From an optimization exercise on the open Yosys and OpenROAD flow, aimed at small area; shortcuts taken in it are not production practice. Only simulation tests tie the RTL to the original design; equivalence was not proved. Power is estimated from default activity; no workload was simulated.

`flow/config.mk`:
```
export PLATFORM = sky130hd
export DESIGN_NAME = framebuffer_top
export DESIGN_NICKNAME = framebuffer_top
export VERILOG_FILES = /design/flow/design.v
export SDC_FILE = /design/flow/constraint.sdc
export NUM_CORES = 4
export LEC_CHECK = 0
export CAP_MARGIN = 20
export CORE_MARGIN = 2
export CORE_UTILIZATION = 60
export CTS_BUF_LIST = sky130_fd_sc_hd__clkbuf_8
export SLEW_MARGIN = 20
```
`flow/constraint.sdc`:
```
create_clock -name core_clock -period 8.0 [get_ports {clk_x1}]
set_input_delay 1.6000 -clock core_clock [delete_from_list [all_inputs] [get_ports {clk_x1}]]
set_output_delay 1.6000 -clock core_clock [all_outputs]
set_load 0.01 [all_outputs]
```
`flow/design.v`:
```
`timescale 1ns/100ps
`timescale 1ns/100ps
`timescale 1ns/100ps
`timescale 1ns/100ps
`timescale 1ns/100ps
`timescale 1ns/100ps
`timescale 1ns/100ps
`timescale 1ns/100ps
`timescale 1ns/100ps
module framebuffer_top (
    input  logic         clk_x1,
    input  logic         ddr_rst,
    input  logic [10:0]  fb_width,
    input  logic [9:0]   fb_height,
    input  logic         fb_vsync,
    input  logic         fb_we,
    input  logic [17:0]  fb_data,
    input  logic         cmd_ready,
    output logic         cmd_en,
    output logic [2:0]   cmd_op,
    output logic [27:0]  cmd_addr,
    output logic [127:0] cmd_wdata,
    input  logic         rd_valid,
    input  logic [127:0] rd_data,
    output logic [7:0]   rgb_r,
    output logic [7:0]   rgb_g,
    output logic [7:0]   rgb_b,
    output logic [10:0]  out_cx,
    output logic [9:0]   out_cy,
    output logic         out_h_active,
    output logic         out_v_active
);
    logic [9:0] cx;
    logic [8:0] cy;
    logic       first;       
    logic       cx_last;     
    logic       cy_last;     
    logic       v_act;       
    assign cx_last = cx[9] & cx[3] & cx[2];
    assign cy_last = cy[8] & (&cy[4:0]);
    assign v_act   = ~(cy[8] & cy[4]);
    always_ff @(posedge clk_x1) begin
        if (ddr_rst) begin
            cx    <= '0;
            cy    <= '0;
            first <= 1'b1;
        end else begin
            first <= 1'b0;
            if (!first) begin
                if (cx_last) begin
                    cx <= '0;
                    cy <= cy_last ? 9'd0 : cy + 9'd1;
                end else begin
                    cx <= cx + 10'd1;
                end
            end
        end
    end
    assign out_cx       = {1'b0, cx};
    assign out_cy       = {1'b0, cy};
    assign out_h_active = ~first & ~(cx[9] | (&cx[8:5]));
    assign out_v_active = ~first & v_act;
    logic disp_win;
    logic la_win;
    logic line_start;
    assign disp_win   = (cx >= 10'd59) && (cx < 10'd419) && v_act;
    assign la_win     = (cx >= 10'd52);
    assign line_start = (cx == 10'd30) && v_act;
    logic [17:0] stage [4];
    logic [1:0]  wpix;
    logic [5:0]  wchunk;
    logic [7:0]  wrow;
    logic        wr_pend;
    logic [5:0]  wchunk_inc;
    logic        ready_q;
    logic        issue_wr;
    logic        issue_rd;
    assign wchunk_inc = wchunk + 6'd1;
    always_ff @(posedge clk_x1) begin
        if (fb_we) begin
            stage[wpix] <= fb_data;
        end
        if (fb_vsync) begin
            wpix <= '0;
        end else if (fb_we) begin
            wpix <= wpix + 2'd1;
        end
        if (fb_vsync) begin
            wchunk <= '0;
            wrow   <= '0;
        end else if (issue_wr) begin
            if (wchunk_inc == fb_width[7:2]) begin
                wchunk <= '0;
                wrow   <= wrow + 8'd1;
            end else begin
                wchunk <= wchunk_inc;
            end
        end
        if (ddr_rst) begin
            wr_pend <= 1'b0;
        end else if (fb_we && wpix == 2'd3) begin
            wr_pend <= 1'b1;
        end else if (issue_wr) begin
            wr_pend <= 1'b0;
        end
    end
    logic [7:0] sy;
    logic [8:0] v_acc;
    logic [8:0] v_sum;
    assign v_sum = v_acc + {1'b0, fb_height[7:0]};
    always_ff @(posedge clk_x1) begin
        if (line_start) begin
            if (cy == '0) begin
                sy    <= '0;
                v_acc <= '0;
            end else if (v_sum >= 9'd272) begin
                sy    <= sy + 8'd1;
                v_acc <= v_sum - 9'd272;
            end else begin
                v_acc <= v_sum;
            end
        end
    end
    logic [6:0] h_acc;
    logic [7:0] h_sum;
    logic [1:0] lcol;
    logic       la_step;
    logic       la_req;
    logic [6:0] step_dly;
    assign h_sum   = {1'b0, h_acc} + {2'b0, fb_width[7:2]};
    assign la_step = la_win && (h_sum >= 8'd90);
    assign la_req  = la_step && (lcol == 2'd3);
    always_ff @(posedge clk_x1) begin
        if (!la_win) begin
            h_acc <= '0;
            lcol  <= '0;
        end else if (la_step) begin
            h_acc <= 7'(h_sum - 8'd90);
            lcol  <= lcol + 2'd1;
        end else begin
            h_acc <= h_sum[6:0];
        end
        step_dly <= {step_dly[5:0], la_step};
    end
    logic [1:0]  rd_cnt;
    logic [5:0]  rchunk;
    logic        rd_req;
    logic [7:0]  a_row;
    logic [5:0]  a_chunk;
    logic [13:0] a_word;
    assign rd_req   = (rd_cnt != 2'd0) && !(&rchunk[5:2]);
    assign issue_wr = ready_q && wr_pend;
    assign issue_rd = ready_q && !wr_pend && rd_req;
    always_ff @(posedge clk_x1) begin
        ready_q <= cmd_ready;
        if (ddr_rst) begin
            rd_cnt <= '0;
        end else if (line_start) begin
            rd_cnt <= 2'd2;
        end else begin
            rd_cnt <= rd_cnt + {1'b0, la_req} - {1'b0, issue_rd};
        end
        if (line_start) begin
            rchunk <= '0;
        end else if (issue_rd) begin
            rchunk <= rchunk + 6'd1;
        end
    end
    assign a_row   = wr_pend ? wrow : sy;
    assign a_chunk = wr_pend ? wchunk : rchunk;
    assign a_word  = {a_row, 6'b0} - {4'b0, a_row, 2'b0} + {8'b0, a_chunk};
    assign cmd_en   = issue_wr || issue_rd;
    assign cmd_op   = {2'b00, !wr_pend};
    assign cmd_addr = {12'b0, a_word, 2'b00};
    always_comb begin
        cmd_wdata = '0;
        for (int i = 0; i < 4; i++) begin
            cmd_wdata[i*32 +: 18] = stage[i];
        end
    end
    logic [17:0] lbuf [8];
    logic        fill_slot;
    logic [2:0]  dcol;
    logic [17:0] pix;
    always_ff @(posedge clk_x1) begin
        if (rd_valid) begin
            for (int i = 0; i < 4; i++) begin
                lbuf[{fill_slot, 2'(i)}] <= rd_data[i*32 +: 18];
            end
        end
        if (line_start) begin
            fill_slot <= 1'b0;
            dcol      <= '0;
        end else begin
            if (rd_valid) begin
                fill_slot <= !fill_slot;
            end
            dcol <= dcol + {2'b0, step_dly[6]};
        end
    end
    assign pix = (rd_valid && fill_slot == dcol[2] && dcol[1:0] == 2'd0) ? rd_data[17:0]
                                                                        : lbuf[dcol];
    logic [17:0] rgb_q;
    always_ff @(posedge clk_x1) begin
        rgb_q <= disp_win ? pix : 18'b001000_001000_001000;
    end
    assign rgb_r = {rgb_q[17:12], 2'b00};
    assign rgb_g = {rgb_q[11:6], 2'b00};
    assign rgb_b = {rgb_q[5:0], 2'b00};
endmodule
```
`flow/run.sh`:
```
#!/bin/bash
# synth_recipe.tcl (not shown) runs the flow's synth.tcl, then flattens the netlist and writes it again
# the make line also repeats each setting of config.mk as NAME=value (left out here)
make -C /OpenROAD-flow-scripts/flow DESIGN_CONFIG=/design/flow/config.mk WORK_HOME=/design/flow/orfs CLKGATE_MAP_FILE= SYNTH_SCRIPT=/design/flow/synth_recipe.tcl finish
```
==> results of run 1 <==
## critical path: stages, from the launching register on
cell and delay [ps]:
dfxtp_1 900, mux2i_1 350, inv_1 70, ha_1 290
o21a_1 210, o211ai_1 210, nand2_1 120, a21oi_1 310
nor2b_1 210, xnor2_1 130, clkdlybuf4s50_1 560
## cells by family after synthesis
group / after synthesis / synth area share
flops: 336 / 0.6272
xor+xnor: 57 / 0.03552
other cells: 1 / 0.0002596
compound gates: 106 / 0.05215
fa+ha+maj: 47 / 0.04176
mux: 92 / 0.09729
simple gates: 252 / 0.08793
buf+inv: 138 / 0.05787
## per-stage QoR
step	hold WS (ps)	setup WS (ps)	total power, W	cell area, um^2
detailed placement	312.1	2932	0.002786	16840
global route	333.2	2191	0.004217	17810
floorplan	309.6	2733	0.002622	14740
finish	325.6	2455	0.004040	17810
global placement	310.4	3024	0.002767	16840
CTS	326.0	2437	0.004085	17800
## layer usage
layer / routed length [um] / GRT usage / vias to the layer above
met2: 14900 / 0.3972 / 316
li1: - / - / 4195
met3: 1949 / 0.05470 / 54
met4: 741 / 0.08099 / 2
met5: 11 / 0 / -
met1: 11310 / 0.2652 / 4167
## cells in the final DEF (no fill, tap or decap), types with 12 or more instances in the layout
master,Yosys,routed
a21oi_1,27,27
clkbuf_8,0,54
clkdlybuf4s50_1,0,236
conb_1,1,80
dfxtp_1,103,101
edfxtp_1,233,233
ha_1,45,45
inv_1,28,48
mux2_2,27,27
mux2i_1,29,29
mux4_2,36,36
nand2_1,32,32
nand3_1,12,12
nand4_1,15,15
nor2_1,93,93
nor2b_1,22,21
nor3_1,19,18
o21ai_0,17,17
xnor2_1,31,31
xor2_1,25,25
## area by class of cell
| type | instances | area [um^2] |
|---|---|---|
| fill | 1493 | 5736 |
| inverter | 28 | 105.1 |
| antenna | 3 | 7.507 |
| timing repair buffer | 243 | 2415 |
| multi-input combinational | 634 | 4858 |
| sequential | 336 | 9061 |
| tap | 319 | 399.1 |
| clock inverter | 41 | 217.7 |
| clock buffer | 54 | 743.2 |
## synthesized netlist by cell type, drive strengths merged, types with 8 or more instances
master,n,share of area
buf,92,0.046
mux4,36,0.056
o211ai,8,0.0042
inv,28,0.0073
xor2,25,0.015
edfxtp,233,0.48
nor2,93,0.024
o21ai,18,0.0062
dfxtp,103,0.14
clkbuf,18,0.0047
nand4,15,0.0065
nor2b,22,0.0095
nand2,32,0.0083
xnor2,31,0.019
and3,9,0.0039
mux2,27,0.021
and2,10,0.0043
ha,45,0.039
nor3,20,0.0073
mux2i,29,0.020
nand3,12,0.0042
a21oi,27,0.0094
## final timing paths
| kind | to | slack [ps] | cells past startpoint |
|---|---|---|---|
| setup / recovery | cmd_addr[12] | 2460 | 10 |
| hold / removal | step_dly[3] | 330 | 0 |
| setup reg to reg | v_acc[5] | 4760 | 11 |
| hold reg to reg | step_dly[3] | 330 | 0 |
## power by group
part           switching [W]  leakage (nW)  internal, W
registers           0.000106          3.01      0.00206
logic               0.000254          3.05     0.000320
clock network       0.000636         0.568     0.000664
total               0.000995          6.63      0.00305
==> qor.csv, run 1 <==
stage,metric,value,unit
run_status,status,finished clean,
worst_setup_path,WP data arrival,3940,ps
floorplanning,Die Y,159.2,um
worst_setup_path,RR Startpoint,v_acc[4],
synth,Post-synth EDFFs,233,
floorplanning,# IOs,380,
timing,final hold violation count,0,
detailed_routing,"wirelength, routed",28910,um
clock_network,CTS tree,yes,
floorplanning,core footprint,0.02354,mm^2
run,maxcap violations,0,
clock_network,clock root buffer,clkbuf_8,
timing,Post-Route Skew,29.00,ps
worst_setup_path,Critical Path RT,6400,ps
clock_network,clock sink total,336,
global_routing,global-route wire length before repair,44680,um
timing,minimum clock period,5545,ps
synth,Synth cell types,72,
global_routing,grt total ovfl,0,
synth,Async SR Flop Fraction,0,
timing,period utilization,0.6931,
placed_design,placed cells,1560,
min_path,worst hold path class,flip-flop to flip-flop,
synth,Avg Inst Size Synth,14.04,um^2
placed_design,Port Buffers,236,
synth,Post-Syn Area,0.01444,mm^2
timing,Slew @ Worst Pin,1098,ps
clock_network,H-Tree Depth,2,
detailed_routing,vias per cell,5.268,
worst_setup_path,Critical path origin,wr_pend,
clock_network,clk buf depth,3,
floorplanning,Starting Density,0.6135,
clock_network,clock slew at reported path FFs,60,ps
synth,Synth Instances,1029,
timing,# setup viols final,0,
global_routing,Total GRT Usage,0.2235,
clock_network,Post-CTS Resized,0,
global_routing,largest net degree at the start of global routing,41,
floorplanning,Die Area,0.02533,mm^2
clock_network,hold-fix buffer count after cts,0,
detailed_routing,WL per Instance,17.44,um
timing,setup tns final,0,ps
global_routing,vias in the first global route,8595,
min_path,launch point of the worst hold path,step_dly[2],
timing,Rel. slew slack,0.2671,
power,pwr dens,226.9,mW/mm^2
clock_network,setup repair bufs after CTS,0,
detailed_routing,Detailed Routing Iterations Pass 1,4,
power,Pleak,6.633,nW
placed_design,gpl congestion,0.7918,
detailed_routing,routed vias,8734,
timing,Max Transition Viols Final,0,
detailed_routing,Final ANT Viol Nets,0,
floorplanning,Die Wd,159.2,um
synth,ys flop type,edfxtp_1,
placed_design,DP HPWL,20300,um
clock_network,Clock Latency Late Sink,580,ps
synth,sequential share of the synthesized area,0.6272,
synth,register bit count reported by yosys,336,
floorplanning,row count,56,
clock_network,TritonCTS buffer count,51,
global_routing,initial antenna violation count,4,
synth,"Warnings, synthesis",1,
finish,"Core Util, Final",0.7564,
timing,maximum clock frequency,180.4,MHz
worst_setup_path,Worst Setup Start Kind,flip-flop,
finish,fin cells,1658,
timing,RSZ-0062 raised after global routing,no,
worst_setup_path,CP Max Fanout,18,
finish,Nets,1514,
finish,share of cells above drive strength 1,0.1153,
finish,Area Overhead vs Synth,23.30,%
worst_setup_path,Worst setup EP type,primary output,
worst_setup_path,worst setup path category,flip-flop to primary output,
detailed_routing,Iter 0 DRT Violations,395,
power,Max VDD drop,0.1597,mV
detailed_routing,DRC Markers,0,
==> run 2: changes to the inputs <==
--- a/flow/design.v
+++ b/flow/design.v
@@ -66,4 +66,4 @@
     assign disp_win   = (cx >= 10'd59) && (cx < 10'd419) && v_act;
-    assign la_win     = (cx >= 10'd52);
-    assign line_start = (cx == 10'd30) && v_act;
+    assign la_win     = (cx >= 10'd52) && (cx < 10'd411);
+    assign line_start = (cx == 10'd8) && v_act;
     logic [17:0] stage [4];
@@ -123,4 +123,4 @@
     end
-    logic [6:0] h_acc;
-    logic [7:0] h_sum;
+    logic [8:0] h_acc;
+    logic [9:0] h_sum;
     logic [1:0] lcol;
@@ -129,4 +129,4 @@
     logic [6:0] step_dly;
-    assign h_sum   = {1'b0, h_acc} + {2'b0, fb_width[7:2]};
-    assign la_step = la_win && (h_sum >= 8'd90);
+    assign h_sum   = {1'b0, h_acc} + {2'b0, fb_width[7:0]};
+    assign la_step = la_win && (h_sum >= 10'd360);
     assign la_req  = la_step && (lcol == 2'd3);
@@ -137,6 +137,6 @@
         end else if (la_step) begin
-            h_acc <= 7'(h_sum - 8'd90);
+            h_acc <= 9'(h_sum - 10'd360);
             lcol  <= lcol + 2'd1;
         end else begin
-            h_acc <= h_sum[6:0];
+            h_acc <= h_sum[8:0];
         end
--- a/flow/config.mk
+++ b/flow/config.mk
@@ -9,4 +9,3 @@
 export CORE_MARGIN = 2
-export CORE_UTILIZATION = 60
-export CTS_BUF_LIST = sky130_fd_sc_hd__clkbuf_8
+export CORE_UTILIZATION = 40
 export SLEW_MARGIN = 20
==> run 2 against run 1 <==
- flip-flop and latch count up 2
- wire length rose by 0.96%
- register-to-register slack worse by 260 ps
- largest cell class unchanged
- highest routed layer unchanged
==> qor.csv, run 2 <==
stage,metric,value,unit
worst_setup_path,reg2reg setup slack,4500,ps
global_routing,largest net degree at the start of global routing,73,
detailed_routing,routed vias,8506,
detailed_routing,Final ANT Viol Nets,0,
detailed_routing,DRC Markers,0,
placed_design,Port Buffers,238,
worst_setup_path,Critical Path RT,6400,ps
synth,Post-Syn Area,0.01441,mm^2
synth,most frequent cells after synthesis,"edfxtp_1, dfxtp_1, nor2_1, buf_4, ha_1",
timing,RSZ-0062 raised after global routing,no,
clock_network,hold-fix buffer count after cts,0,
synth,register bit count reported by yosys,338,
floorplanning,Starting Density,0.4060,
worst_setup_path,WP data arrival,3930,ps
timing,Post-Route Skew,14.25,ps
clock_network,clock root buffer,clkbuf_16,
global_routing,initial antenna violation count,2,
min_path,launch point of the worst hold path,step_dly[3],
synth,Async SR Flop Fraction,0,
power,Power Internal,0.003251,W
timing,period utilization,0.6915,
clock_network,H-Tree Depth,2,
worst_setup_path,worst setup path category,flip-flop to primary output,
finish,share of cells above drive strength 1,0.1074,
clock_network,Post-CTS Resized,0,
floorplanning,Die Wd,193.8,um
timing,maximum clock frequency,180.8,MHz
global_routing,Total GRT Usage,0.1533,
synth,Synth Instances,1029,
timing,Slew @ Worst Pin,1013,ps
floorplanning,Die Area,0.03755,mm^2
clock_network,TritonCTS buffer count,38,
global_routing,grt total ovfl,0,
synth,top-count cell post-synth,edfxtp_1,
floorplanning,core footprint,0.03548,mm^2
clock_network,clock sink total,338,
clock_network,clk buf depth,3,
power,Sw Ratio,0.2201,
finish,most frequent cells in the layout,"clkdlybuf4s50_1, edfxtp_1, nor2_1, dfxtp_1, conb_1",
clock_network,CTS tree,yes,
placed_design,placed standard-cell area,0.01702,mm^2
synth,Yosys top cell by area,edfxtp_1,
synth,Synth cell types,66,
power,Max VDD drop,0.1755,mV
finish,Finished Cell Area,0.01829,mm^2
detailed_routing,WL per Instance,16.45,um
placed_design,DP HPWL,20210,um
floorplanning,Die Y,193.8,um
power,clock power share,0.412,
timing,# setup viols final,0,
finish,"most common cell after layout, fill and taps aside",clkdlybuf4s50_1,
synth,Post-synth EDFFs,233,
detailed_routing,"wirelength, routed",29190,um
finish,antenna cells,0,
worst_setup_path,RR Startpoint,v_acc[0],
power,sequential power share,0.507,
synth,Area contributors post-synth,"edfxtp_1, dfxtp_1, mux4_2",
worst_setup_path,R2R cell count,14,
global_routing,vias in the first global route,8480,
floorplanning,row count,69,
min_path,hold path depth,0,
floorplanning,# IOs,380,
synth,ys flop type,edfxtp_1,
min_path,Worst Hold Path EP,step_dly[4],
power,Psw,0.0009176,W
power,Pleak,6.709,nW
timing,Rel. slew slack,0.3245,
finish,number of fillers in the final layout,3057,
clock_network,Clock Latency Late Sink,540,ps
clock_network,clock slew at reported path FFs,60,ps
synth,sequential share of the synthesized area,0.6316,
finish,Nets,1503,
detailed_routing,Iter 0 DRT Violations,347,
run_status,status,finished clean,
finish,Area Overhead vs Synth,26.95,%
worst_setup_path,Worst setup EP type,primary output,
synth,"Warnings, synthesis",1,
detailed_routing,Detailed Routing Iterations Pass 1,4,
placed_design,gpl congestion,0.8133,
timing,Max Transition Viols Final,0,
timing,final hold violation count,0,
synth,Yosys top cell area share,0.4857,
worst_setup_path,Worst Setup Start Kind,flip-flop,
clock_network,setup repair bufs after CTS,0,
power,Gate power share,0.081,
finish,"Core Util, Final",0.5154,
worst_setup_path,CP Max Fanout,18,
synth,Avg Inst Size Synth,14.00,um^2
min_path,worst hold path class,flip-flop to flip-flop,
global_routing,global-route wire length before repair,45680,um
run,maxcap violations,0,
worst_setup_path,Critical path origin,wr_pend,
power,pwr dens,227.9,mW/mm^2
detailed_routing,vias per cell,4.795,
timing,minimum clock period,5532,ps
worst_setup_path,Critical R2R Capture,sy[4],
timing,setup tns final,0,ps
## run 2: changes by cell type in the layout (fill, tap and decap cells not counted), moves of 9 or more
cell	before	now
clkbuf_16	0	40
clkbuf_8	54	5
inv_1	48	29
nor2_1	93	102
nor3_1	18	9
## run 2: critical path, stage by stage (launching register included)
cell,delay [ps]
dfxtp_1,890
mux2_2,420
ha_1,320
o21a_1,210
o21ai_0,210
a21o_1,180
a32o_1,200
nand2_1,110
nor2_1,150
xnor2_1,130
clkdlybuf4s50_1,570
## run 2: metal layers
| metal | routed length [um] | GRT usage | part of all wire |
|---|---|---|---|
| met5 | 13 | 0 | 0.00045 |
| met4 | 625 | 0.04524 | 0.021 |
| met3 | 1747 | 0.04418 | 0.060 |
| met2 | 14040 | 0.2574 | 0.48 |
| met1 | 12770 | 0.1926 | 0.44 |
## run 2: area by class of cell
| type | instances | area, um^2 | area share |
|---|---|---|---|
| Clock buffer | 53 | 1100 | 0.06014 |
| Clock inverter | 17 | 166.4 | 0.009099 |
| Inverter | 30 | 112.6 | 0.006157 |
| Multi-Input combinational cell | 630 | 4796 | 0.2622 |
| Sequential cell | 338 | 9102 | 0.4977 |
| Tap cell | 461 | 576.8 | 0.03154 |
| Timing Repair Buffer | 245 | 2435 | 0.1331 |
## run 2: worst max path at each step
stage,endpoint,slack (ps),cells past startpoint
2_1_floorplan,lbuf[0][0],2730,1
3_3_place_gp,sy[0],2350,15
3_5_place_dp,sy[2],2330,15
4_1_cts,cmd_addr[15],2410,10
5_1_grt,cmd_addr[15],2150,10
6_report,cmd_addr[15],2470,10
## run 2: per-stage QoR
| stage | hold WS [ps] | cells | worst slack [ps] | total power [W] |
|---|---|---|---|---|
| finish | 321.8 | 1774 | 2468 | 0.004168 |
| global placement | 317.8 | 1704 | 2352 | 0.002491 |
| global route | 334.2 | 1774 | 2147 | 0.004344 |
| floorplan | 309.6 | 1108 | 2733 | 0.002365 |
| CTS | 330.5 | 1774 | 2409 | 0.004235 |
| detailed placement | 313.8 | 1704 | 2332 | 0.002497 |
## run 2: cells by family (layout without fill, tap and decap cells)
family / count (synthesis) / count (layout) / synth area share
other: 1 / 80 / 0.0002603
buffers and inverters: 140 / 345 / 0.05732
adders and majority gates: 47 / 47 / 0.04186
xor gates and xnor gates: 64 / 64 / 0.03986
muxes: 90 / 90 / 0.09597
DFF: 338 / 338 / 0.6316
AOI/OAI and AO/OA: 109 / 109 / 0.05124
and+or+nand+nor: 240 / 240 / 0.08190
## run 2: power groups by stage
stage	Combinational [W]	Clock [W]	Sequential [W]
after global placement	0.000342	0	0.00215
after floorplan	0.000213	0	0.00215
after detailed placement	0.000345	0	0.00215
after CTS	0.000346	0.00177	0.00212
final	0.000338	0.00172	0.00211
after global routing	0.000372	0.00184	0.00213
==> run 3: changes to the inputs <==
--- a/flow/design.v
+++ b/flow/design.v
@@ -66,5 +66,5 @@
     assign disp_win   = (cx >= 10'd59) && (cx < 10'd419) && v_act;
-    assign la_win     = (cx >= 10'd52) && (cx < 10'd411);
-    assign line_start = (cx == 10'd8) && v_act;
-    logic [17:0] stage [4];
+    assign la_win     = (cx >= 10'd52);
+    assign line_start = (cx == 10'd30) && v_act;
+    logic [71:0] stage;      
     logic [1:0]  wpix;
@@ -79,4 +79,6 @@
     always_ff @(posedge clk_x1) begin
-        if (fb_we) begin
-            stage[wpix] <= fb_data;
+        for (int i = 0; i < 4; i++) begin
+            if (fb_we && wpix == 2'(i)) begin
+                stage[18*i +: 18] <= fb_data;
+            end
         end
@@ -123,4 +125,4 @@
     end
-    logic [8:0] h_acc;
-    logic [9:0] h_sum;
+    logic [6:0] h_acc;
+    logic [7:0] h_sum;
     logic [1:0] lcol;
@@ -129,4 +131,4 @@
     logic [6:0] step_dly;
-    assign h_sum   = {1'b0, h_acc} + {2'b0, fb_width[7:0]};
-    assign la_step = la_win && (h_sum >= 10'd360);
+    assign h_sum   = {1'b0, h_acc} + {2'b0, fb_width[7:2]};
+    assign la_step = la_win && (h_sum >= 8'd90);
     assign la_req  = la_step && (lcol == 2'd3);
@@ -137,6 +139,6 @@
         end else if (la_step) begin
-            h_acc <= 9'(h_sum - 10'd360);
+            h_acc <= 7'(h_sum - 8'd90);
             lcol  <= lcol + 2'd1;
         end else begin
-            h_acc <= h_sum[8:0];
+            h_acc <= h_sum[6:0];
         end
@@ -177,6 +179,6 @@
         for (int i = 0; i < 4; i++) begin
-            cmd_wdata[i*32 +: 18] = stage[i];
-        end
-    end
-    logic [17:0] lbuf [8];
+            cmd_wdata[i*32 +: 18] = stage[18*i +: 18];
+        end
+    end
+    logic [143:0] lbuf;      
     logic        fill_slot;
@@ -185,5 +187,8 @@
     always_ff @(posedge clk_x1) begin
-        if (rd_valid) begin
-            for (int i = 0; i < 4; i++) begin
-                lbuf[{fill_slot, 2'(i)}] <= rd_data[i*32 +: 18];
+        for (int i = 0; i < 4; i++) begin
+            if (rd_valid && !fill_slot) begin
+                lbuf[18*i +: 18] <= rd_data[i*32 +: 18];
+            end
+            if (rd_valid && fill_slot) begin
+                lbuf[72 + 18*i +: 18] <= rd_data[i*32 +: 18];
             end
@@ -200,4 +205,17 @@
     end
+    logic [17:0] lbuf_rd;
+    always_comb begin
+        case (dcol)
+            3'd0: lbuf_rd = lbuf[17:0];
+            3'd1: lbuf_rd = lbuf[35:18];
+            3'd2: lbuf_rd = lbuf[53:36];
+            3'd3: lbuf_rd = lbuf[71:54];
+            3'd4: lbuf_rd = lbuf[89:72];
+            3'd5: lbuf_rd = lbuf[107:90];
+            3'd6: lbuf_rd = lbuf[125:108];
+            default: lbuf_rd = lbuf[143:126];
+        endcase
+    end
     assign pix = (rd_valid && fill_slot == dcol[2] && dcol[1:0] == 2'd0) ? rd_data[17:0]
-                                                                        : lbuf[dcol];
+                                                                        : lbuf_rd;
     logic [17:0] rgb_q;
==> flow/flow/run.sh (new file) <==
#!/bin/bash
# Own layout flow. It is the standard one (standard.sh) with these changes:
#  - synthesis: the standard script, but adders use a ripple carry chain
#    (lcu_ripple.v) instead of Kogge-Stone, and ABC maps for area (area.abc);
#    the registers are the same as the standard synthesis makes them
#  - constant outputs share one tie cell
#  - port buffers are buf_1
#  - the clock tree uses clkbuf_16 in clusters of up to 30 sinks, no dummy loads
# Each tool's output goes to a log file in this folder.
set -euo pipefail
F=$(pwd)/flow
export SYNTH_OPERATIONS_ARGS="-extra-map $F/lcu_ripple.v"
export MY_ABC_SCRIPT=$F/area.abc
export SKIP_REPAIR_TIE_FANOUT=1
export BUFFER_PORTS_ARGS="-buffer_cell sky130_fd_sc_hd__buf_1"
export CTS_ARGS="-sink_clustering_enable -repair_clock_nets -dont_use_dummy_load -buf_list sky130_fd_sc_hd__clkbuf_16 -sink_clustering_size 30 -sink_clustering_max_diameter 80"

# synthesis script: the standard flow's, sourcing ORFS's synth.tcl with the ABC script swapped
sed 's#^  log_cmd abc {\*}\$abc_args#  set abc_args [lreplace $abc_args 1 1 $::env(MY_ABC_SCRIPT)]\n  log_cmd abc {*}$abc_args#' \
  "$FLOW_HOME/scripts/synth.tcl" > my_synth.tcl
grep -q 'MY_ABC_SCRIPT' my_synth.tcl
sed "s#^source \$::env(SCRIPTS_DIR)/synth.tcl#source $(pwd)/my_synth.tcl#" synth_recipe.tcl > my_synth_recipe.tcl
grep -q 'my_synth.tcl' my_synth_recipe.tcl
sed "s#SYNTH_SCRIPT=[^ ]*#SYNTH_SCRIPT=$(pwd)/my_synth_recipe.tcl#" standard.sh > my_standard.sh
grep -q 'my_synth_recipe.tcl' my_standard.sh

bash my_standard.sh synth > synth.log 2>&1
bash standard.sh finish > layout.log 2>&1
==> flow/flow/area.abc (new file) <==
strash
dch -f
amap
strash
dch -f
amap
topo
==> flow/flow/lcu_ripple.v (new file) <==
(* techmap_celltype = "$lcu" *)
module _80_lcu_ripple (P, G, CI, CO);
  parameter WIDTH = 2;
  (* force_downto *)
  input [WIDTH-1:0] P, G;
  input CI;
  (* force_downto *)
  output [WIDTH-1:0] CO;
  genvar i;
  generate
    for (i = 0; i < WIDTH; i = i + 1) begin : g
      if (i == 0) begin : f
        assign CO[i] = G[i] | (P[i] & CI);
      end else begin : r
        assign CO[i] = G[i] | (P[i] & CO[i-1]);
      end
    end
  endgenerate
endmodule
==> flow/standard.sh (new file) <==
#!/bin/bash
# synth_recipe.tcl (not shown) runs the flow's synth.tcl, then flattens the netlist and writes it again
# the make line also repeats each setting of config.mk as NAME=value (left out here)
make -C /OpenROAD-flow-scripts/flow DESIGN_CONFIG=/design/flow/config.mk WORK_HOME=/design/flow/orfs CLKGATE_MAP_FILE= SYNTH_SCRIPT=/design/flow/synth_recipe.tcl "${@:-finish}"
--- a/flow/config.mk
+++ b/flow/config.mk
@@ -9,3 +9,3 @@
 export CORE_MARGIN = 2
-export CORE_UTILIZATION = 40
+export CORE_UTILIZATION = 60
 export SLEW_MARGIN = 20
removed: flow/run.sh
==> run 3 against run 2 <==
- non-clock buffer count fell by 1
- final area fell by 24%
- maximum frequency decreased by 25%
- critical path depth up 10
- power down 11%
- critical endpoint unchanged
- highest routed layer unchanged
==> qor.csv, run 3 <==
stage,metric,value,unit
run_status,status,finished clean,
synth,top-count cell post-synth,edfxtp_1,
global_routing,grt total ovfl,0,
worst_setup_path,reg2reg setup slack,2930,ps
synth,ys flop type,edfxtp_1,
floorplanning,core footprint,0.02096,mm^2
detailed_routing,"wirelength, routed",26930,um
detailed_routing,Final ANT Viol Nets,0,
finish,share of cells above drive strength 1,0.03582,
floorplanning,row count,53,
synth,Post-Syn Area,0.01278,mm^2
detailed_routing,WL per Instance,20.11,um
finish,most frequent cells in the layout,"buf_1, edfxtp_1, clkinv_1, dfxtp_1, nor2_1",
placed_design,DP HPWL,18610,um
timing,Slew @ Worst Pin,1131,ps
min_path,launch point of the worst hold path,step_dly[1],
worst_setup_path,Critical path origin,wr_pend,
finish,fin cells,1339,
power,pwr dens,265.0,mW/mm^2
floorplanning,Die Area,0.02248,mm^2
synth,Area contributors post-synth,"edfxtp_1, dfxtp_1, ha_1",
worst_setup_path,CP Cell Sequence,clkinv_1 -> o22ai_1 -> clkinv_1 -> ha_1 -> fa_1 -> fa_1 -> fa_1 -> fa_1 -> clkinv_1 -> fa_1 -> clkinv_1 -> fa_1 -> clkinv_1 -> fa_1 -> clkinv_1 -> ha_1 -> ha_1 -> ha_1 -> o21ai_0 -> buf_1,
worst_setup_path,Critical R2R Capture,sy[5],
clock_network,clock root buffer,clkbuf_16,
power,Pleak,4.761,nW
detailed_routing,Iter 0 DRT Violations,706,
power,Max VDD drop,0.2363,mV
placed_design,gpl congestion,0.8255,
timing,maximum clock frequency,135.1,MHz
global_routing,global-route wire length before repair,40930,um
detailed_routing,routed vias,7705,
timing,# setup viols final,0,
worst_setup_path,WP data arrival,5800,ps
synth,sequential share of the synthesized area,0.6792,
min_path,worst hold path class,flip-flop to flip-flop,
worst_setup_path,CP max-delay cell,dfxtp_1,
synth,Avg Inst Size Synth,14.49,um^2
clock_network,Clock Latency Late Sink,510,ps
worst_setup_path,Worst Setup Start Kind,flip-flop,
clock_network,clock sink total,317,
finish,Area Overhead vs Synth,9.254,%
clock_network,H-Tree Depth,1,
finish,Largest register FFs,144,
detailed_routing,vias per cell,5.754,
placed_design,Port Buffers,236,
detailed_routing,DRC Markers,0,
timing,final hold violation count,0,
synth,register bit count reported by yosys,317,
synth,"Warnings, synthesis",1,
clock_network,Post-CTS Resized,0,
worst_setup_path,crit-path most repeated cell,fa_1,
finish,register area,0.008678,mm^2
timing,Rel. slew slack,0.2388,
synth,Yosys top cell by area,edfxtp_1,
worst_setup_path,Worst setup EP type,primary output,
worst_setup_path,RR Startpoint,v_acc[0],
global_routing,vias in the first global route,7324,
synth,Synth Instances,882,
global_routing,Total GRT Usage,0.2367,
finish,top flop regs,"lbuf: 144 flops, stage: 72 flops, rgb_q: 18 flops",
clock_network,setup repair bufs after CTS,0,
synth,Yosys top cell area share,0.5476,
finish,"most common cell after layout, fill and taps aside",buf_1,
timing,minimum clock period,7401,ps
timing,Max Transition Viols Final,0,
clock_network,clock slew at reported path FFs,90,ps
finish,number of fillers in the final layout,1588,
synth,Post-synth EDFFs,233,
floorplanning,Die Wd,149.9,um
detailed_routing,Detailed Routing Iterations Pass 1,6,
worst_setup_path,Critical Path RT,6400,ps
timing,Post-Route Skew,70.78,ps
worst_setup_path,worst setup path category,flip-flop to primary output,
synth,Synth cell types,35,
placed_design,placed cells,1321,
timing,RSZ-0062 raised after global routing,no,
finish,Nets,1319,
clock_network,hold-fix buffer count after cts,0,
synth,Async SR Flop Fraction,0,
timing,period utilization,0.9251,
clock_network,TritonCTS buffer count,15,
floorplanning,Die Y,149.9,um
worst_setup_path,Worst path max stage delay,700,ps
global_routing,largest net degree at the start of global routing,81,
worst_setup_path,crit path capture,cmd_addr[15],
finish,"Most flops, register",lbuf,
floorplanning,Starting Density,0.6097,
run,maxcap violations,0,
power,total power,0.003699,W
finish,multi-input logic area,0.003259,mm^2
timing,setup tns final,0,ps
synth,most frequent cells after synthesis,"edfxtp_1, clkinv_1, dfxtp_1, buf_4, nor2_1",
clock_network,clk buf depth,3,
worst_setup_path,R2R cell count,17,
floorplanning,# IOs,380,
worst_setup_path,CP Max Fanout,17,
clock_network,CTS tree,yes,
global_routing,initial antenna violation count,3,
## run 3: power breakdown
| group | switching [W] | internal (W) | total [W] |
|---|---|---|---|
| registers | 0.0000866 | 0.00195 | 0.00203 |
| clock network | 0.000461 | 0.000339 | 0.000800 |
| logic | 0.000553 | 0.000314 | 0.000866 |
| total | 0.00110 | 0.00260 | 0.00370 |
## run 3: worst min-delay path by stage
stage	end	slack (ps)	cells after the start
after detailed placement	step_dly[6]	310	0
after CTS	step_dly[2]	330	0
after global routing	step_dly[6]	340	0
final	step_dly[2]	330	0
after floorplan	step_dly[1]	310	0
after global placement	step_dly[6]	310	0
## run 3: critical path: cells and delay by family (launching register included)
family | cells | cell delay (ps)
buffers and inverters | 7 | 1130
flip-flops | 1 | 700
adder cells (fa/ha/maj) | 11 | 2980
AO/OA/AOI/OAI | 2 | 550
## run 3: through the flow
stage	instance area (um^2)	util	hold WS [ps]	worst slack, ps
finish	13960	0.6662	325.9	599.5
detailed placement	13580	0.6479	314.6	1085
global placement	13580	0.6479	312.3	1125
CTS	13950	0.6658	330.5	588.8
global route	13950	0.6659	339.6	173.4
floorplan	12780	-	309.6	1582
## run 3: area by class of cell
cell class                 count  area share
antenna                        3   0.0005378
inverter                      93     0.02501
timing repair buffer         244     0.06776
clock buffer                  15     0.02689
sequential                   317      0.6217
tap                          275     0.02465
multi-input combinational    392      0.2335
## run 3: routing by layer
layer / GRT usage / part of all wire
met1: 0.3411 / 0.42
met2: 0.3863 / 0.46
met3: 0.04787 / 0.10
met4: 0.03443 / 0.015
met5: 0 / 0.00048
## run 3: logic make-up after synthesis
group / after synthesis / synth area share
flip-flops: 317 / 0.6792
AO/OA/AOI/OAI: 176 / 0.1060
buffers and inverters: 173 / 0.07432
AND/OR/NAND/NOR: 131 / 0.04651
adder cells (fa/ha/maj): 83 / 0.09303
XOR/XNOR: 1 / 0.0006856
other: 1 / 0.0002935
==> run 4: changes to the inputs <==
--- a/flow/design.v
+++ b/flow/design.v
@@ -65,3 +65,3 @@
     logic line_start;
-    assign disp_win   = (cx >= 10'd59) && (cx < 10'd419) && v_act;
+    assign disp_win   = (cx >= 10'd59) && (cx < 10'd419) && v_act && !ddr_rst;
     assign la_win     = (cx >= 10'd52);
@@ -117,5 +117,5 @@
                 v_acc <= '0;
-            end else if (v_sum >= 9'd272) begin
+            end else if (v_sum[8] && v_sum[7:4] != 4'd0) begin
                 sy    <= sy + 8'd1;
-                v_acc <= v_sum - 9'd272;
+                v_acc <= {1'b0, v_sum[7:4] - 4'd1, v_sum[3:0]};
             end else begin
--- a/flow/flow/run.sh
+++ b/flow/flow/run.sh
@@ -3,4 +3,5 @@
 #  - synthesis: the standard script, but adders use a ripple carry chain
-#    (lcu_ripple.v) instead of Kogge-Stone, and ABC maps for area (area.abc);
-#    the registers are the same as the standard synthesis makes them
+#    (lcu_ripple.v) instead of Kogge-Stone, are left to ABC instead of being
+#    mapped to full-adder cells, and ABC maps for area (area.abc); the
+#    registers are the same as the standard synthesis makes them
 #  - constant outputs share one tie cell
@@ -26,3 +27,3 @@
 
-bash my_standard.sh synth > synth.log 2>&1
+ADDER_MAP_FILE= bash my_standard.sh synth > synth.log 2>&1
 bash standard.sh finish > layout.log 2>&1
==> flow/flow/area.abc (replaced) <==
strash
dch -f
amap -F 3 -A 10
strash
dch -f
amap -F 3 -A 10
topo
==> run 4 against run 3 <==
- global-route usage rose by 0.36 points
- power shrank 23%
- final area is 3.9% lower
- non-clock buffer count increased by 9
- clock-buffer cell count unchanged
- clock power fell by 0.5%
- utilization is 0.087 points higher
- synthesized area shrank 4.5%
- worst setup slack better by 820 ps
- critical endpoint is now cmd_addr[14]
- highest routed layer unchanged
==> qor.csv, run 4 <==
stage,metric,value,unit
worst_setup_path,WP data arrival,4980,ps
floorplanning,Starting Density,0.6070,
floorplanning,# IOs,380,
detailed_routing,DRC Markers,0,
global_routing,initial antenna violation count,6,
synth,post-synthesis simple-gate area fraction,0.06931,
synth,Avg Inst Size Synth,12.85,um^2
timing,# setup viols final,0,
synth,Post-Syn Area,0.01220,mm^2
clock_network,clk buf depth,3,
detailed_routing,vias per cell,5.686,
clock_network,H-Tree Depth,1,
detailed_routing,Final ANT Viol Nets,0,
clock_network,CTS tree,yes,
finish,Nets,1313,
floorplanning,Die Y,146.6,um
power,Max VDD drop,0.1640,mV
floorplanning,Die Wd,146.6,um
detailed_routing,routed vias,8035,
timing,Rel. slew slack,0.3356,
synth,post-synthesis adder-cell area fraction,0,
global_routing,vias in the first global route,7514,
placed_design,placed cells,1393,
synth,sequential share of the synthesized area,0.7112,
timing,final hold violation count,0,
synth,Synth Area in Compound Gates,0.1429,
detailed_routing,WL per Instance,18.73,um
global_routing,global-route wire length before repair,40300,um
detailed_routing,Detailed Routing Iterations Pass 1,7,
finish,"most common cell after layout, fill and taps aside",buf_1,
worst_setup_path,Worst setup EP type,primary output,
finish,most frequent cells in the layout,"buf_1, edfxtp_1, nor2_1, clkinv_1, dfxtp_1",
detailed_routing,Iter 0 DRT Violations,666,
min_path,Worst Hold Path EP,step_dly[5],
synth,top-count cell post-synth,edfxtp_1,
worst_setup_path,R2R cell count,26,
min_path,worst hold path class,flip-flop to flip-flop,
synth,Yosys top cell by area,edfxtp_1,
min_path,hold path depth,0,
global_routing,Total GRT Usage,0.2403,
detailed_routing,"wirelength, routed",26460,um
worst_setup_path,Critical R2R Capture,wrow[7],
timing,period utilization,0.8231,
synth,Async SR Flop Fraction,0,
worst_setup_path,Critical Path RT,6400,ps
synth,most frequent cells after synthesis,"edfxtp_1, nor2_1, clkinv_1, dfxtp_1, buf_4",
synth,Synth Instances,950,
synth,ys flop type,edfxtp_1,
synth,"Warnings, synthesis",1,
finish,"Core Util, Final",0.6670,
worst_setup_path,CP Max Fanout,18,
synth,Post-synth EDFFs,233,
worst_setup_path,RR Startpoint,wchunk[0],
finish,Area Overhead vs Synth,9.895,%
min_path,launch point of the worst hold path,step_dly[4],
clock_network,clock root buffer,clkbuf_16,
finish,top flop regs,"lbuf: 144 flops, stage: 72 flops, rgb_q: 18 flops",
finish,"Most flops, register",lbuf,
timing,RSZ-0062 raised after global routing,no,
power,Pleak,4.203,nW
timing,Post-Route Skew,59.99,ps
timing,maximum clock frequency,151.9,MHz
finish,share of cells above drive strength 1,0.03954,
floorplanning,core footprint,0.02010,mm^2
clock_network,clock sink total,317,
floorplanning,Die Area,0.02149,mm^2
synth,mux contribution to synthesized area,0,
timing,setup tns final,0,ps
timing,Max Transition Viols Final,0,
worst_setup_path,Worst Setup Start Kind,flip-flop,
clock_network,setup repair bufs after CTS,0,
placed_design,gpl congestion,0.8381,
finish,Largest register FFs,144,
global_routing,grt total ovfl,0,
clock_network,Post-CTS Resized,0,
placed_design,Port Buffers,236,
synth,register bit count reported by yosys,317,
worst_setup_path,reg2reg setup slack,4090,ps
clock_network,clock slew at reported path FFs,110,ps
synth,Synth cell types,37,
floorplanning,row count,52,
clock_network,TritonCTS buffer count,15,
synth,xor-xnor portion of the synthesized cell area,0,
clock_network,Clock Latency Late Sink,500,ps
timing,minimum clock period,6585,ps
finish,fin cells,1413,
synth,largest family of logic cells by synthesized area,compound AO/OA/AOI/OAI gates,
worst_setup_path,worst setup path category,flip-flop to primary output,
run,maxcap violations,0,
timing,Slew @ Worst Pin,991.3,ps
placed_design,DP HPWL,17900,um
power,pwr dens,212.2,mW/mm^2
clock_network,hold-fix buffer count after cts,0,
run_status,status,finished clean,
synth,Yosys top cell area share,0.5734,
synth,Area contributors post-synth,"edfxtp_1, dfxtp_1, buf_4",
global_routing,largest net degree at the start of global routing,81,
-- run 4: final cells by class --
type / instances / area, um^2
flip-flops and latches: 317 / 8678
fillers: 1535 / 6694
multi-input cells: 465 / 2663
repair buffers: 253 / 1013
clock buffers: 15 / 375.4
well taps: 270 / 337.8
inverters: 88 / 330.3
diodes: 5 / 12.51
-- run 4: how the worst max path moves through the flow --
stage,from,endpoint,slack [ps],depth (start not counted)
floorplan,rd_valid,lbuf[100],2760,2
detailed placement,wr_pend,cmd_addr[14],2010,22
global placement,wr_pend,cmd_addr[14],2080,22
CTS,wr_pend,cmd_addr[14],1470,22
finish,wr_pend,cmd_addr[14],1420,22
global route,wr_pend,cmd_addr[14],740,22
-- run 4: where the power goes --
group / internal, W / switching (W)
Sequential: 0.00185 / 0.0000227
Clock: 0.000339 / 0.000457
Combinational: 0.0000484 / 0.000130
Total: 0.00224 / 0.000610
-- run 4: critical path, stage by stage, from the launching register on --
cell and delay [ps]:
dfxtp_1 680, clkinv_1 560, o22ai_1 470, clkinv_1 170, o21ai_0 250, nor2_1 80, a21oi_1 160, nor2_1 80
a21oi_1 170, nor2_1 90, a21oi_1 180, nor2_1 90, a21oi_1 160, nor2_1 80, a21oi_1 170, nor2_1 80
a21oi_1 200, o21ai_0 160, nor2_1 170, nand2_1 110, nor2_1 160, a21o_1 100, buf_1 140
-- run 4: per-stage QoR --
| stage | power, W | instance area, um^2 | setup WS [ps] | hold slack, ps |
|---|---|---|---|---|
| finish | 0.002846 | 13410 | 1415 | 302.6 |
| global route | 0.002952 | 13400 | 738.1 | 315.0 |
| CTS | 0.002867 | 13400 | 1474 | 308.8 |
| detailed placement | 0.002088 | 13020 | 2006 | 312.1 |
| global placement | 0.002084 | 13020 | 2076 | 311.2 |
| floorplan | 0.002041 | 12200 | 2757 | 309.6 |
-- run 4: cells by family (layout without fill, tap and decap cells) --
| kind of cell | Yosys count | in the layout |
|---|---|---|
| and+or+nand+nor | 205 | 205 |
| AOI/OAI and AO/OA | 259 | 259 |
| buffers and inverters | 168 | 356 |
| other | 1 | 6 |
| DFF | 317 | 317 |
-- run 4: per-layer routing --
layer	up-vias	routed length [um]	track usage
met1	3808	10680	0.3201
met5	-	43	0
met4	6	554	0.05777
met2	280	13080	0.4115
li1	3899	-	-
met3	42	2102	0.04781
==> run 5: changes to the inputs <==
--- a/flow/design.v
+++ b/flow/design.v
@@ -132,3 +132,3 @@
     assign h_sum   = {1'b0, h_acc} + {2'b0, fb_width[7:2]};
-    assign la_step = la_win && (h_sum >= 8'd90);
+    assign la_step = la_win && h_sum[7];
     assign la_req  = la_step && (lcol == 2'd3);
@@ -136,6 +136,6 @@
         if (!la_win) begin
-            h_acc <= '0;
+            h_acc <= 7'd38;
             lcol  <= '0;
         end else if (la_step) begin
-            h_acc <= 7'(h_sum - 8'd90);
+            h_acc <= h_sum[6:0] + 7'd38;
             lcol  <= lcol + 2'd1;
--- a/flow/config.mk
+++ b/flow/config.mk
@@ -9,3 +9,3 @@
 export CORE_MARGIN = 2
-export CORE_UTILIZATION = 60
+export CORE_UTILIZATION = 75
 export SLEW_MARGIN = 20
==> run 5 against run 4 <==
- utilization is 17 points higher
- final area is 0.88% lower
- clock skew is 38 ps lower
- highest routed layer unchanged
- sequential share of layout area is 0.57 points higher
- die area is 20% lower
- final cell count is 4.5% lower
- power is 0.70% lower
- flip-flop and latch count stayed put
- maximum frequency is 2.3% higher
- worst hold slack better by 36 ps
- global-route usage is 8.0 points higher
- non-clock buffer count is 3 lower
- largest cell class unchanged
- critical endpoint unchanged
==> qor.csv, run 5 <==
stage,metric,value,unit
detailed_routing,Detailed Routing Iterations Pass 1,8,
clock_network,CTS tree,yes,
power,Sw Ratio,0.2153,
global_routing,GR Util met1,0.4101,
synth,sequential share of the synthesized area,0.7119,
worst_setup_path,CP Max Fanout,18,
min_path,hold path depth,0,
finish,"most common cell after layout, fill and taps aside",buf_1,
synth,Yosys top cell area share,0.5740,
clock_network,clock slew at reported path FFs,110,ps
worst_setup_path,Worst setup EP type,primary output,
run_status,status,finished clean,
floorplanning,Die Area,0.01729,mm^2
placed_design,gpl congestion,0.8397,
detailed_routing,routed vias,8493,
worst_setup_path,crit-path leading delay family,compound AO/OA/AOI/OAI gates,
finish,most frequent cells in the layout,"buf_1, edfxtp_1, nor2_1, clkinv_1, dfxtp_1",
synth,Post-synth EDFFs,233,
detailed_routing,"wirelength, routed",27950,um
worst_setup_path,worst setup path category,flip-flop to primary output,
worst_setup_path,reg2reg setup slack,4080,ps
worst_setup_path,Critical R2R Capture,wrow[7],
power,Max VDD drop,0.1900,mV
worst_setup_path,CP Cell Sequence,clkinv_1 -> o22ai_1 -> clkinv_1 -> o21ai_0 -> nor2_1 -> a21oi_1 -> nor2_1 -> a21oi_1 -> nor2_1 -> a21oi_1 -> nor2_1 -> a21oi_1 -> nor2_1 -> a21oi_1 -> nor2_1 -> a21oi_1 -> o21ai_0 -> nor2_1 -> nand2_1 -> o22ai_1 -> buf_1,
synth,Yosys top cell by area,edfxtp_1,
finish,Area Overhead vs Synth,9.042,%
timing,final hold violation count,0,
placed_design,placed cells,1334,
power,total power,0.002826,W
power,Gate power share,0.067,
worst_setup_path,CP bufs+invs,3,
worst_setup_path,Worst path max stage delay,650,ps
power,pwr dens,212.6,mW/mm^2
synth,most frequent cells after synthesis,"edfxtp_1, nor2_1, clkinv_1, dfxtp_1, buf_4",
worst_setup_path,Critical path origin,wr_pend,
worst_setup_path,WP data arrival,4840,ps
floorplanning,Die Wd,131.5,um
placed_design,DP HPWL,18040,um
finish,top flop regs,"lbuf: 144 flops, stage: 72 flops, rgb_q: 18 flops",
synth,Synth Instances,948,
timing,Post-Route Skew,22.17,ps
floorplanning,# IOs,380,
global_routing,met3 Usage GRT,0.05363,
timing,RSZ-0062 raised after global routing,no,
power,clock power share,0.268,
timing,maximum clock frequency,155.3,MHz
placed_design,placed standard-cell area,0.01294,mm^2
power,sequential power share,0.665,
min_path,Worst Hold Path EP,step_dly[1],
clock_network,clock root buffer,clkbuf_16,
timing,setup tns final,0,ps
worst_setup_path,R2R cell count,26,
detailed_routing,WL per Instance,20.71,um
global_routing,Total GRT Usage,0.3206,
synth,Async SR Flop Fraction,0,
finish,Nets,1307,
finish,Finished Cell Area,0.01329,mm^2
clock_network,clk buf depth,3,
synth,Avg Inst Size Synth,12.86,um^2
detailed_routing,Iter 0 DRT Violations,1178,
clock_network,H-Tree Depth,1,
global_routing,vias in the first global route,8201,
timing,Slew @ Worst Pin,991.5,ps
placed_design,Port Buffers,236,
detailed_routing,Final ANT Viol Nets,0,
synth,"Warnings, synthesis",1,
global_routing,grt total ovfl,0,
worst_setup_path,CP max-delay cell,dfxtp_1,
detailed_routing,DRC Markers,0,
synth,Area contributors post-synth,"edfxtp_1, dfxtp_1, buf_4",
floorplanning,row count,46,
synth,Synth cell types,36,
timing,Rel. slew slack,0.3368,
global_routing,initial antenna violation count,2,
worst_setup_path,Critical Path RT,6400,ps
clock_network,TritonCTS buffer count,14,
global_routing,global-route wire length before repair,43880,um
finish,share of cells above drive strength 1,0.03622,
clock_network,Post-CTS Resized,0,
global_routing,met2 usage,0.5678,
min_path,worst hold path class,flip-flop to flip-flop,
timing,# setup viols final,0,
global_routing,Most Crowded Layer GR,met2,
synth,register bit count reported by yosys,317,
finish,number of fillers in the final layout,887,
detailed_routing,vias per cell,6.291,
timing,minimum clock period,6438,ps
clock_network,hold-fix buffer count after cts,0,
timing,period utilization,0.8048,
finish,fin cells,1350,
clock_network,Clock Latency Late Sink,480,ps
synth,top-count cell post-synth,edfxtp_1,
floorplanning,core footprint,0.01589,mm^2
finish,Largest register FFs,144,
worst_setup_path,Worst Setup Start Kind,flip-flop,
run,maxcap violations,0,
floorplanning,Starting Density,0.7674,
placed_design,Setup WS pre-CTS,2128,ps
power,Psw,0.0006084,W
min_path,launch point of the worst hold path,step_dly[0],
floorplanning,Die Y,131.5,um
timing,setup ws final,1562,ps
clock_network,clock sink total,317,
synth,Post-Syn Area,0.01219,mm^2
finish,"Most flops, register",lbuf,
timing,Max Transition Viols Final,0,
worst_setup_path,RR Startpoint,wchunk[0],
synth,ys flop type,edfxtp_1,
clock_network,setup repair bufs after CTS,0,
worst_setup_path,crit-path most repeated cell,nor2_1,
power,Pleak,4.176,nW
power,Power Internal,0.002218,W
global_routing,largest net degree at the start of global routing,81,
## run 5: changes by cell type in the layout (fill, tap and decap cells not counted), sizes merged, moves of 2 or more
cell / before / now
a22oi: 6 / 8
nor2: 120 / 114
diode: 5 / 2
o21ai: 56 / 61
buf: 253 / 250
o22ai: 21 / 23
clkinv: 88 / 90
a21oi: 56 / 52
nor3: 19 / 17
nand2: 44 / 46
## run 5: through the flow
step | utilization | hold slack, ps
3_3_place_gp | 0.8141 | 313.5
4_1_cts | 0.8365 | 331.8
3_5_place_dp | 0.8144 | 313.8
2_1_floorplan | - | 309.6
6_report | 0.8368 | 338.3
5_1_grt | 0.8366 | 348.2
## run 5: how the worst max path moves through the flow
| stage | endpoint | slack (ps) | depth (start not counted) |
|---|---|---|---|
| 2_1_floorplan | lbuf[100] | 2760 | 2 |
| 3_3_place_gp | cmd_addr[14] | 2300 | 21 |
| 3_5_place_dp | cmd_addr[14] | 2130 | 21 |
| 4_1_cts | cmd_addr[14] | 1570 | 21 |
| 5_1_grt | cmd_addr[14] | 950 | 22 |
| 6_report | cmd_addr[14] | 1560 | 21 |
## run 5: routing by layer
layer	part of all wire	vias up
li1	-	3871
met1	0.35	4038
met2	0.52	518
met3	0.10	64
met4	0.027	2
met5	0.00047	-
## run 5: cell families after synthesis
family	Yosys count	share of synthesized area
other	1	0.0003076
AOI/OAI and AO/OA	260	0.1431
and+or+nand+nor	200	0.06774
buffers and inverters	170	0.07698
DFF	317	0.7119
## run 5: final cells by class
type	count	area [um^2]	area share
timing repair buffer	250	991.0	0.07455
sequential	317	8678	0.6529
multi-input combinational	461	2660	0.2001
antenna	2	5.005	0.0003765
clock buffer	14	350.3	0.02636
inverter	90	337.8	0.02541
tap	216	270.3	0.02033
## run 5: power groups by stage
stage	Clock [W]	Sequential, W	Combinational (W)
after floorplan	0	0.00192	0.000130
after global placement	0	0.00191	0.000178
after detailed placement	0	0.00191	0.000184
after CTS	0.000762	0.00188	0.000187
after global routing	0.000813	0.00189	0.000209
final	0.000758	0.00188	0.000189
## run 5: worst reg2reg max path, delay by kind of cell, from the launching register on
family	cells	cell delay, ps
buf+inv	8	810
compound gates	4	610
simple gates	14	2030
flops	1	410

port drivers added, routing unchanged:
The results above use ideal ports. As a check the final layouts listed here were re-extracted and re-timed, cells and wires unchanged.
Step 1, drivers: a clkbuf_16 drives clk_x1 and a buf_2 each remaining input, both assumed.
Step 2, shift: input delay + t, output delay - t, t = (earliest + latest rising clock arrival at the registers) / 2. This alone moves slack from input paths to output paths.
a / b / c = ideal ports / drivers / drivers and shift; a / b = the first two.
run	t, ns	setup WS [ns]	cell pins on the clock port's net
run 1	0.607	2.455 / 2.413 / 2.924	1
run 2	0.588	2.468 / 2.417 / 2.683	1
run 3	0.518	0.599 / 0.552 / 1.071	1
run 4	0.516	1.415 / 1.371 / 1.888	1
run 5	0.506	1.562 / 1.523 / 2.029	1
After both steps every run listed still meets setup and hold.
